This is an optimization exercise on Yosys and OpenROAD, whose aim is small area, a short achievable clock period and few clock cycles, not a production implementation. In this exercise RTL edits were held to simulation tests only and were not proved equivalent to the original. Power and IR drop assume default switching activity.

==> inputs of 07-10 <==
==> flow/design.v <==
module our_multicycle_cpu #(
  parameter int              XLEN     = 32,
  parameter int              NREGS    = 32,
  parameter logic [XLEN-1:0] RESET_PC = '0
) (
  input  logic            clk,
  input  logic            reset,
  output logic            imem_req,
  output logic [XLEN-1:0] imem_addr,
  input  logic            imem_ready,
  input  logic [31:0]     imem_rdata,
  output logic            dmem_req,
  output logic            dmem_we,
  output logic [XLEN-1:0] dmem_addr,
  output logic [XLEN-1:0] dmem_wdata,
  input  logic            dmem_ready,
  input  logic [XLEN-1:0] dmem_rdata,
  output logic            halt
);
  logic [31:0] pc_f;
  logic        redir_pend;
  logic        valid_d, pred_d;
  logic [31:0] ir_d, alt_d;
  logic        valid_e, pred_e;
  logic        e_sub, e_and, e_or, e_slt, e_lw, e_sw, e_beq, e_ill, e_wr;
  logic [4:0]  rd_e;
  logic        fa_e, fb_e, inv_e, sel_imm, sel_fwd, sel_reg;
  logic [31:0] opa_e, opb_e, alt_e;    
  logic [11:0] imm_e;
  logic        wb_valid;
  logic [4:0]  wb_rd;
  logic [31:0] wb_val;
  logic [4:0]  ld_rd;
  logic [31:0] rf [1:31];
  logic [31:1] rf_ok;
  assign imem_addr = pc_f;
  function automatic logic [31:0] ks_add(input logic [31:0] x, input logic [31:0] y, input logic ci);
    logic [31:0] g, p, gg, pp, gn, pn;
    g = x & y;
    p = x ^ y;
    gg = g;
    gg[0] = g[0] | (p[0] & ci);
    pp = p;
    for (int d = 1; d < 32; d = d * 2) begin
      gn = gg;
      pn = pp;
      for (int i = d; i < 32; i++) begin
        gn[i] = gg[i] | (pp[i] & gg[i-d]);
        pn[i] = pp[i] & pp[i-d];
      end
      gg = gn;
      pp = pn;
    end
    ks_add = p ^ {gg[30:0], ci};
  endfunction
  logic [31:0] immb_f, tgt_f, seq_f, next_f, alt_f;
  logic        pred_f;
  assign immb_f = {{20{imem_rdata[31]}}, imem_rdata[7], imem_rdata[30:25], imem_rdata[11:8], 1'b0};
  logic [13:0] tlo_f;
  logic [18:0] hi_inc, hi_dec;
  logic [31:0] lo_sum, inc_sum, dec_sum;
  assign lo_sum = ks_add({19'd0, pc_f[12:0]}, {19'd0, immb_f[12:0]}, 1'b0);
  assign inc_sum = ks_add({13'd0, pc_f[31:13]}, 32'd0, 1'b1);
  assign dec_sum = ks_add({13'd0, pc_f[31:13]}, 32'hFFFFFFFF, 1'b0);
  assign tlo_f  = lo_sum[13:0];
  assign hi_inc = inc_sum[18:0];
  assign hi_dec = dec_sum[18:0];
  assign tgt_f[12:0]  = tlo_f[12:0];
  assign tgt_f[31:13] = (tlo_f[13] == immb_f[12]) ? pc_f[31:13] : (tlo_f[13] ? hi_inc : hi_dec);
  logic [31:0] seq_sum;
  assign seq_sum = ks_add({2'd0, pc_f[31:2]}, 32'd0, 1'b1);
  assign seq_f  = {seq_sum[29:0], pc_f[1:0]};
  assign pred_f = (imem_rdata[6:0] == 7'b1100011) &&
                  (imem_rdata[31] || (imem_rdata[19:15] == imem_rdata[24:20]));
  assign next_f = pred_f ? tgt_f : seq_f;
  assign alt_f  = pred_f ? seq_f : tgt_f;
  logic [6:0] d_opc, d_f7;
  logic [2:0] d_f3;
  logic [4:0] d_rs1, d_rs2, d_rd;
  assign d_opc = ir_d[6:0];
  assign d_f3  = ir_d[14:12];
  assign d_f7  = ir_d[31:25];
  assign d_rs1 = ir_d[19:15];
  assign d_rs2 = ir_d[24:20];
  assign d_rd  = ir_d[11:7];
  logic d_rtype, d_add, d_sub, d_and, d_or, d_slt, d_addi, d_lw, d_sw, d_beq, d_ill;
  logic d_use2, d_wr;
  assign d_rtype = (d_opc == 7'b0110011);
  assign d_add   = d_rtype && d_f3 == 3'b000 && d_f7 == 7'h00;
  assign d_sub   = d_rtype && d_f3 == 3'b000 && d_f7 == 7'h20;
  assign d_and   = d_rtype && d_f3 == 3'b111 && d_f7 == 7'h00;
  assign d_or    = d_rtype && d_f3 == 3'b110 && d_f7 == 7'h00;
  assign d_slt   = d_rtype && d_f3 == 3'b010 && d_f7 == 7'h00;
  assign d_addi  = (d_opc == 7'b0010011) && d_f3 == 3'b000;
  assign d_lw    = (d_opc == 7'b0000011) && d_f3 == 3'b010;
  assign d_sw    = (d_opc == 7'b0100011) && d_f3 == 3'b010;
  assign d_beq   = (d_opc == 7'b1100011) && d_f3 == 3'b000;
  assign d_ill   = !(d_add || d_sub || d_and || d_or || d_slt || d_addi || d_lw || d_sw || d_beq);
  assign d_use2  = d_rtype || d_sw || d_beq;
  assign d_wr    = (d_add || d_sub || d_and || d_or || d_slt || d_addi) && d_rd != 5'd0;
  logic gstall, ld_done, mis_e, redirect, lu_stall, ex_ill, halt_now, en_d, en_e;
  logic [31:0] a_e, b_e, b_add, redir_tgt;
  logic ldp;
  assign gstall   = dmem_req && !dmem_ready;
  assign ldp      = dmem_req && !dmem_we;            
  assign ld_done  = ldp && dmem_ready;
  assign ex_ill   = valid_e && e_ill;
  assign a_e      = fa_e ? wb_val : opa_e;
  assign b_e      = fb_e ? wb_val : opb_e;      
  assign mis_e    = valid_e && e_beq && ((a_e == b_add) != pred_e) && !gstall;
  assign redirect = mis_e || redir_pend;
  assign redir_tgt = redir_pend ? alt_d : alt_e;
  assign halt_now = ex_ill && !gstall && imem_ready;    
  assign lu_stall = valid_d && valid_e && e_lw && rd_e != 5'd0 &&
                    ((!d_ill && d_rs1 == rd_e) || (d_use2 && d_rs2 == rd_e));
  assign en_e     = valid_d && !gstall && !lu_stall && !ex_ill;
  assign en_d     = imem_req && imem_ready && !gstall && !lu_stall && !ex_ill;
  logic [31:0] d_a, d_b;
  logic        d_fa, d_fb;
  function automatic logic [31:0] rd_port(input logic [4:0] idx);
    logic [31:0] v;
    v = '0;
    for (int i = 1; i < 32; i++)
      v = v | (rf[i] & {32{idx == 5'(i) && rf_ok[i]}});
    if (wb_valid && wb_rd == idx) v = wb_val;
    else if (ld_done && ld_rd == idx && idx != 5'd0) v = dmem_rdata;
    rd_port = v;
  endfunction
  assign d_a  = rd_port(d_rs1);
  assign d_b  = rd_port(d_rs2);
  assign d_fa = valid_e && e_wr && rd_e == d_rs1;
  assign d_fb = valid_e && e_wr && rd_e == d_rs2;
  logic [31:0] sum, alu;
  assign b_add = ({32{sel_imm}} & {{20{imm_e[11]}}, imm_e}) |
                 ({32{sel_fwd}} & (wb_val ^ {32{inv_e}})) |
                 ({32{sel_reg}} & opb_e);
  assign sum   = ks_add(a_e, b_add, inv_e);
  always_comb begin
    if (e_and)      alu = a_e & b_add;
    else if (e_or)  alu = a_e | b_add;
    else if (e_slt) alu = {31'd0, (a_e[31] == b_add[31]) ? a_e[31] : sum[31]};
    else            alu = sum;
  end
  always_ff @(posedge clk) begin
    if (reset) begin
      pc_f       <= RESET_PC;
      imem_req   <= 1'b1;
      redir_pend <= 1'b0;
      valid_d    <= 1'b0;
      valid_e    <= 1'b0;
      wb_valid   <= 1'b0;
      dmem_req   <= 1'b0;
      halt       <= 1'b0;
    end else begin
      if (mis_e && imem_ready) pc_f <= alt_e;
      else if (redir_pend && imem_ready) pc_f <= alt_d;
      else if (en_d && !redir_pend) pc_f <= next_f;
      redir_pend <= redirect && !imem_ready;
      if (en_d) begin
        ir_d   <= imem_rdata;
        pred_d <= pred_f;
      end
      if (en_d) alt_d <= alt_f;
      else if (mis_e) alt_d <= alt_e;    
      if (redirect || halt_now) valid_d <= 1'b0;
      else if (en_d) valid_d <= 1'b1;
      else if (en_e) valid_d <= 1'b0;
      if (en_e) begin
        pred_e <= pred_d;
        alt_e  <= alt_d;
        e_sub  <= d_sub;
        e_and  <= d_and;
        e_or   <= d_or;
        e_slt  <= d_slt;
        e_lw   <= d_lw;
        e_sw   <= d_sw;
        e_beq  <= d_beq;
        e_ill  <= d_ill;
        e_wr   <= d_wr;
        rd_e   <= d_rd;
        fa_e   <= d_fa;
        fb_e   <= d_fb;
        opa_e  <= d_a;
        opb_e  <= (d_sub || d_slt) ? ~d_b : d_b;
        inv_e  <= d_sub || d_slt;
        sel_imm <= d_addi || d_lw || d_sw;
        sel_fwd <= !(d_addi || d_lw || d_sw) && d_fb;
        sel_reg <= !(d_addi || d_lw || d_sw) && !d_fb;
        imm_e  <= d_sw ? {ir_d[31:25], ir_d[11:7]} : ir_d[31:20];
      end
      if (!gstall && !ex_ill) valid_e <= en_e && !redirect;
      if (halt_now) valid_e <= 1'b0;
      if (!gstall) begin
        wb_valid <= valid_e && e_wr;
        wb_rd    <= rd_e;
        wb_val   <= alu;
        dmem_req <= valid_e && (e_lw || e_sw);
      end
      if (!gstall && valid_e && (e_lw || e_sw)) begin
        dmem_we    <= e_sw;
        dmem_addr  <= sum;
        dmem_wdata <= b_e;
        ld_rd      <= rd_e;
      end
      if (halt_now) begin
        halt     <= 1'b1;
        imem_req <= 1'b0;
      end
    end
  end
  logic [31:0] rf_wdata;
  logic [31:1] rf_we;
  assign rf_wdata = ldp ? dmem_rdata : wb_val;
  always_comb
    for (int i = 1; i < 32; i++)
      rf_we[i] = ldp ? (dmem_ready && ld_rd == 5'(i)) : (wb_valid && wb_rd == 5'(i));
  always_ff @(posedge clk)
    for (int i = 1; i < 32; i++)
      if (rf_we[i]) rf[i] <= rf_wdata;
  always_ff @(posedge clk) begin
    if (reset) rf_ok <= '0;
    else rf_ok <= rf_ok | rf_we;
  end
endmodule
==> flow/run.sh <==
#!/bin/bash
# synth_recipe.tcl (not shown) runs the flow's synth.tcl, then flattens the netlist and writes it again
# the make line also repeats each setting of config.mk as NAME=value (left out here)
make -C /OpenROAD-flow-scripts/flow DESIGN_CONFIG=/design/flow/config.mk WORK_HOME=/design/flow/orfs CLKGATE_MAP_FILE= SYNTH_SCRIPT=/design/flow/synth_recipe.tcl finish
==> flow/config.mk <==
export PLATFORM = sky130hd
export DESIGN_NAME = our_multicycle_cpu
export DESIGN_NICKNAME = our_multicycle_cpu
export VERILOG_FILES = /design/flow/design.v
export SDC_FILE = /design/flow/constraint.sdc
export NUM_CORES = 4
export LEC_CHECK = 0
export CAP_MARGIN = 20
export CORE_MARGIN = 2
export CORE_UTILIZATION = 45
export SETUP_SLACK_MARGIN = 3
export SLEW_MARGIN = 20
==> flow/constraint.sdc <==
create_clock -name core_clock -period 6.5 [get_ports {clk}]
set_input_delay 1.3000 -clock core_clock [delete_from_list [all_inputs] [get_ports {clk}]]
set_output_delay 1.3000 -clock core_clock [all_outputs]
set_load 0.01 [all_outputs]
==> 04-06: changes against 07-10 <==
--- a/flow/design.v
+++ b/flow/design.v
@@ -24,7 +24,7 @@
   logic        valid_e, pred_e;
   logic        e_sub, e_and, e_or, e_slt, e_lw, e_sw, e_beq, e_ill, e_wr;
   logic [4:0]  rd_e;
-  logic        fa_e, fb_e, inv_e, sel_imm, sel_fwd, sel_reg;
+  logic        inv_e, sel_imm, sel_pos, sel_neg;
   logic [31:0] opa_e, opb_e, alt_e;    
   logic [11:0] imm_e;
   logic        wb_valid;
@@ -99,15 +99,13 @@
   assign d_use2  = d_rtype || d_sw || d_beq;
   assign d_wr    = (d_add || d_sub || d_and || d_or || d_slt || d_addi) && d_rd != 5'd0;
   logic gstall, ld_done, mis_e, redirect, lu_stall, ex_ill, halt_now, en_d, en_e;
-  logic [31:0] a_e, b_e, b_add, redir_tgt;
+  logic [31:0] b_add, redir_tgt, sum, alu;
   logic ldp;
   assign gstall   = dmem_req && !dmem_ready;
   assign ldp      = dmem_req && !dmem_we;            
   assign ld_done  = ldp && dmem_ready;
   assign ex_ill   = valid_e && e_ill;
-  assign a_e      = fa_e ? wb_val : opa_e;
-  assign b_e      = fb_e ? wb_val : opb_e;      
-  assign mis_e    = valid_e && e_beq && ((a_e == b_add) != pred_e) && !gstall;
+  assign mis_e    = valid_e && e_beq && ((opa_e == opb_e) != pred_e) && !gstall;
   assign redirect = mis_e || redir_pend;
   assign redir_tgt = redir_pend ? alt_d : alt_e;
   assign halt_now = ex_ill && !gstall && imem_ready;    
@@ -126,19 +124,18 @@
     else if (ld_done && ld_rd == idx && idx != 5'd0) v = dmem_rdata;
     rd_port = v;
   endfunction
-  assign d_a  = rd_port(d_rs1);
-  assign d_b  = rd_port(d_rs2);
+  assign d_a  = d_fa ? alu : rd_port(d_rs1);
+  assign d_b  = d_fb ? alu : rd_port(d_rs2);
   assign d_fa = valid_e && e_wr && rd_e == d_rs1;
   assign d_fb = valid_e && e_wr && rd_e == d_rs2;
-  logic [31:0] sum, alu;
   assign b_add = ({32{sel_imm}} & {{20{imm_e[11]}}, imm_e}) |
-                 ({32{sel_fwd}} & (wb_val ^ {32{inv_e}})) |
-                 ({32{sel_reg}} & opb_e);
-  assign sum   = ks_add(a_e, b_add, inv_e);
+                 ({32{sel_pos}} & opb_e) |
+                 ({32{sel_neg}} & ~opb_e);
+  assign sum   = ks_add(opa_e, b_add, inv_e);
   always_comb begin
-    if (e_and)      alu = a_e & b_add;
-    else if (e_or)  alu = a_e | b_add;
-    else if (e_slt) alu = {31'd0, (a_e[31] == b_add[31]) ? a_e[31] : sum[31]};
+    if (e_and)      alu = opa_e & opb_e;
+    else if (e_or)  alu = opa_e | opb_e;
+    else if (e_slt) alu = {31'd0, (opa_e[31] != opb_e[31]) ? opa_e[31] : sum[31]};
     else            alu = sum;
   end
   always_ff @(posedge clk) begin
@@ -178,28 +175,22 @@
         e_ill  <= d_ill;
         e_wr   <= d_wr;
         rd_e   <= d_rd;
-        fa_e   <= d_fa;
-        fb_e   <= d_fb;
         opa_e  <= d_a;
-        opb_e  <= (d_sub || d_slt) ? ~d_b : d_b;
+        opb_e  <= d_b;
         inv_e  <= d_sub || d_slt;
         sel_imm <= d_addi || d_lw || d_sw;
-        sel_fwd <= !(d_addi || d_lw || d_sw) && d_fb;
-        sel_reg <= !(d_addi || d_lw || d_sw) && !d_fb;
+        sel_pos <= !(d_addi || d_lw || d_sw) && !(d_sub || d_slt);
+        sel_neg <= d_sub || d_slt;
         imm_e  <= d_sw ? {ir_d[31:25], ir_d[11:7]} : ir_d[31:20];
       end
       if (!gstall && !ex_ill) valid_e <= en_e && !redirect;
       if (halt_now) valid_e <= 1'b0;
-      if (!gstall) begin
-        wb_valid <= valid_e && e_wr;
-        wb_rd    <= rd_e;
-        wb_val   <= alu;
-        dmem_req <= valid_e && (e_lw || e_sw);
-      end
+      wb_valid <= valid_e && e_wr;
+      if (!gstall) dmem_req <= valid_e && (e_lw || e_sw);
       if (!gstall && valid_e && (e_lw || e_sw)) begin
         dmem_we    <= e_sw;
         dmem_addr  <= sum;
-        dmem_wdata <= b_e;
+        dmem_wdata <= opb_e;
         ld_rd      <= rd_e;
       end
       if (halt_now) begin
@@ -207,6 +198,10 @@
         imem_req <= 1'b0;
       end
     end
+  end
+  always_ff @(posedge clk) begin
+    wb_rd  <= rd_e;
+    wb_val <= alu;
   end
   logic [31:0] rf_wdata;
   logic [31:1] rf_we;
Settings changed: ABC_AREA set to 1.
==> 07-14: changes against 07-10 <==
--- a/flow/design.v
+++ b/flow/design.v
@@ -24,14 +24,14 @@
   logic        valid_e, pred_e;
   logic        e_sub, e_and, e_or, e_slt, e_lw, e_sw, e_beq, e_ill, e_wr;
   logic [4:0]  rd_e;
-  logic        fa_e, fb_e, inv_e, sel_imm, sel_fwd, sel_reg;
+  logic        inv_e, sel_imm, sel_pos, sel_neg;
   logic [31:0] opa_e, opb_e, alt_e;    
   logic [11:0] imm_e;
   logic        wb_valid;
   logic [4:0]  wb_rd;
   logic [31:0] wb_val;
   logic [4:0]  ld_rd;
-  logic [31:0] rf [1:31];
+  logic [31:0] rf_n [1:31];    
   logic [31:1] rf_ok;
   assign imem_addr = pc_f;
   function automatic logic [31:0] ks_add(input logic [31:0] x, input logic [31:0] y, input logic ci);
@@ -99,15 +99,13 @@
   assign d_use2  = d_rtype || d_sw || d_beq;
   assign d_wr    = (d_add || d_sub || d_and || d_or || d_slt || d_addi) && d_rd != 5'd0;
   logic gstall, ld_done, mis_e, redirect, lu_stall, ex_ill, halt_now, en_d, en_e;
-  logic [31:0] a_e, b_e, b_add, redir_tgt;
+  logic [31:0] b_add, redir_tgt, sum, alu;
   logic ldp;
   assign gstall   = dmem_req && !dmem_ready;
   assign ldp      = dmem_req && !dmem_we;            
   assign ld_done  = ldp && dmem_ready;
   assign ex_ill   = valid_e && e_ill;
-  assign a_e      = fa_e ? wb_val : opa_e;
-  assign b_e      = fb_e ? wb_val : opb_e;      
-  assign mis_e    = valid_e && e_beq && ((a_e == b_add) != pred_e) && !gstall;
+  assign mis_e    = valid_e && e_beq && ((opa_e == opb_e) != pred_e) && !gstall;
   assign redirect = mis_e || redir_pend;
   assign redir_tgt = redir_pend ? alt_d : alt_e;
   assign halt_now = ex_ill && !gstall && imem_ready;    
@@ -121,24 +119,23 @@
     logic [31:0] v;
     v = '0;
     for (int i = 1; i < 32; i++)
-      v = v | (rf[i] & {32{idx == 5'(i) && rf_ok[i]}});
+      v = v | (~rf_n[i] & {32{idx == 5'(i) && rf_ok[i]}});
     if (wb_valid && wb_rd == idx) v = wb_val;
     else if (ld_done && ld_rd == idx && idx != 5'd0) v = dmem_rdata;
     rd_port = v;
   endfunction
-  assign d_a  = rd_port(d_rs1);
-  assign d_b  = rd_port(d_rs2);
+  assign d_a  = d_fa ? alu : rd_port(d_rs1);
+  assign d_b  = d_fb ? alu : rd_port(d_rs2);
   assign d_fa = valid_e && e_wr && rd_e == d_rs1;
   assign d_fb = valid_e && e_wr && rd_e == d_rs2;
-  logic [31:0] sum, alu;
   assign b_add = ({32{sel_imm}} & {{20{imm_e[11]}}, imm_e}) |
-                 ({32{sel_fwd}} & (wb_val ^ {32{inv_e}})) |
-                 ({32{sel_reg}} & opb_e);
-  assign sum   = ks_add(a_e, b_add, inv_e);
+                 ({32{sel_pos}} & opb_e) |
+                 ({32{sel_neg}} & ~opb_e);
+  assign sum   = ks_add(opa_e, b_add, inv_e);
   always_comb begin
-    if (e_and)      alu = a_e & b_add;
-    else if (e_or)  alu = a_e | b_add;
-    else if (e_slt) alu = {31'd0, (a_e[31] == b_add[31]) ? a_e[31] : sum[31]};
+    if (e_and)      alu = opa_e & opb_e;
+    else if (e_or)  alu = opa_e | opb_e;
+    else if (e_slt) alu = {31'd0, (opa_e[31] != opb_e[31]) ? opa_e[31] : sum[31]};
     else            alu = sum;
   end
   always_ff @(posedge clk) begin
@@ -178,28 +175,22 @@
         e_ill  <= d_ill;
         e_wr   <= d_wr;
         rd_e   <= d_rd;
-        fa_e   <= d_fa;
-        fb_e   <= d_fb;
         opa_e  <= d_a;
-        opb_e  <= (d_sub || d_slt) ? ~d_b : d_b;
+        opb_e  <= d_b;
         inv_e  <= d_sub || d_slt;
         sel_imm <= d_addi || d_lw || d_sw;
-        sel_fwd <= !(d_addi || d_lw || d_sw) && d_fb;
-        sel_reg <= !(d_addi || d_lw || d_sw) && !d_fb;
+        sel_pos <= !(d_addi || d_lw || d_sw) && !(d_sub || d_slt);
+        sel_neg <= d_sub || d_slt;
         imm_e  <= d_sw ? {ir_d[31:25], ir_d[11:7]} : ir_d[31:20];
       end
       if (!gstall && !ex_ill) valid_e <= en_e && !redirect;
       if (halt_now) valid_e <= 1'b0;
-      if (!gstall) begin
-        wb_valid <= valid_e && e_wr;
-        wb_rd    <= rd_e;
-        wb_val   <= alu;
-        dmem_req <= valid_e && (e_lw || e_sw);
-      end
+      wb_valid <= valid_e && e_wr;
+      if (!gstall) dmem_req <= valid_e && (e_lw || e_sw);
       if (!gstall && valid_e && (e_lw || e_sw)) begin
         dmem_we    <= e_sw;
         dmem_addr  <= sum;
-        dmem_wdata <= b_e;
+        dmem_wdata <= opb_e;
         ld_rd      <= rd_e;
       end
       if (halt_now) begin
@@ -207,6 +198,10 @@
         imem_req <= 1'b0;
       end
     end
+  end
+  always_ff @(posedge clk) begin
+    wb_rd  <= rd_e;
+    wb_val <= alu;
   end
   logic [31:0] rf_wdata;
   logic [31:1] rf_we;
@@ -216,7 +211,7 @@
       rf_we[i] = ldp ? (dmem_ready && ld_rd == 5'(i)) : (wb_valid && wb_rd == 5'(i));
   always_ff @(posedge clk)
     for (int i = 1; i < 32; i++)
-      if (rf_we[i]) rf[i] <= rf_wdata;
+      if (rf_we[i]) rf_n[i] <= ~rf_wdata;
   always_ff @(posedge clk) begin
     if (reset) rf_ok <= '0;
     else rf_ok <= rf_ok | rf_we;
Settings changed: ABC_AREA set to 1, CTS_CLUSTER_DIAMETER set to 80, CTS_CLUSTER_SIZE set to 24, SETUP_SLACK_MARGIN 3 to 3.5.
==> qor summary <==
Average wire length per cell after detail routing: 07-14 36.9 microns; 07-10 39.8 microns; 04-06 35.7 microns
Clock buffers created by TritonCTS: 07-14 81; 07-10 144; 04-06 152
Status: 07-14 complete, no violations; 07-10 complete, no violations; 04-06 complete, no violations
Fraction of area in clock buffers and inverters: 07-14 0.0334; 07-10 0.0610; 04-06 0.0629
Met2 layer usage reported by global route: 07-14 0.579; 07-10 0.537; 04-06 0.616
H-tree lvl count: 07-14 3; 07-10 4; 04-06 4
Starting Density: 07-14 0.453; 07-10 0.452; 04-06 0.452
Sequential-cell power consumption: 07-14 9980 uW; 07-10 10100 uW; 04-06 9990 uW
Total number of vias: 07-14 63200; 07-10 53200; 04-06 64900
First-pass GRT wire length: 07-14 442 mm; 07-10 382 mm; 04-06 479 mm
Min cycle time layout: 07-14 3.27 ns; 07-10 4.19 ns; 04-06 3.64 ns
Post-synthesis share of cell area spent on and, or, nand and nor gates: 07-14 0.187; 07-10 0.0823; 04-06 0.190
DR vias/cell: 07-14 6.95; 07-10 7.44; 04-06 6.47
Post-synth design cell area: 07-14 0.0660 sq mm; 07-10 0.0629 sq mm; 04-06 0.0684 sq mm
Synth Area in Adders: 07-14 0.0216; 07-10 0.0167; 04-06 0.0208
Testbench counts of 07-10, summed over its fixed seeds: cycles 16,654.
Testbench counts of 04-06, summed over its fixed seeds: cycles 16,654.
Testbench counts of 07-14, summed over its fixed seeds: cycles 16,654.

==> re-timing with driven ports <==
In the flow no input, the clock included, has a driving cell. The finished layouts below were timed again as built, in two steps. Step 1: set_driving_cell puts a clkbuf_16 on clk and a buf_2 on each other input, an assumption about the parent block. Step 2 times the ports against the registers' clock, not the clock port: input delays grow and output delays shrink by t, the midpoint of the rising clock arrivals with the driver on. a / b / c = no drivers / after step 1 / after step 2; a / b = the first two.
run	t (ns)	setup slack, ns	worst hold slack (ns)	slew at the worst register clock pin (ns)	worst slew at a driven data input, ns
07-10	0.881	2.306 / 2.306 / 1.986	0.421 / 0.421 / 0.421	0.07 / 0.07	0.11
04-06	0.893	2.864 / 2.864 / 2.060	0.412 / 0.412 / 0.412	0.07 / 0.07	0.16
07-14	0.810	3.227 / 3.227 / 2.749	0.429 / 0.429 / 0.429	0.11 / 0.11	0.11
After both steps setup and hold are still met in every run listed. The setup slack of 04-06, which loses most, moves by 0.000 ns with the drivers and by -0.804 ns with both steps.
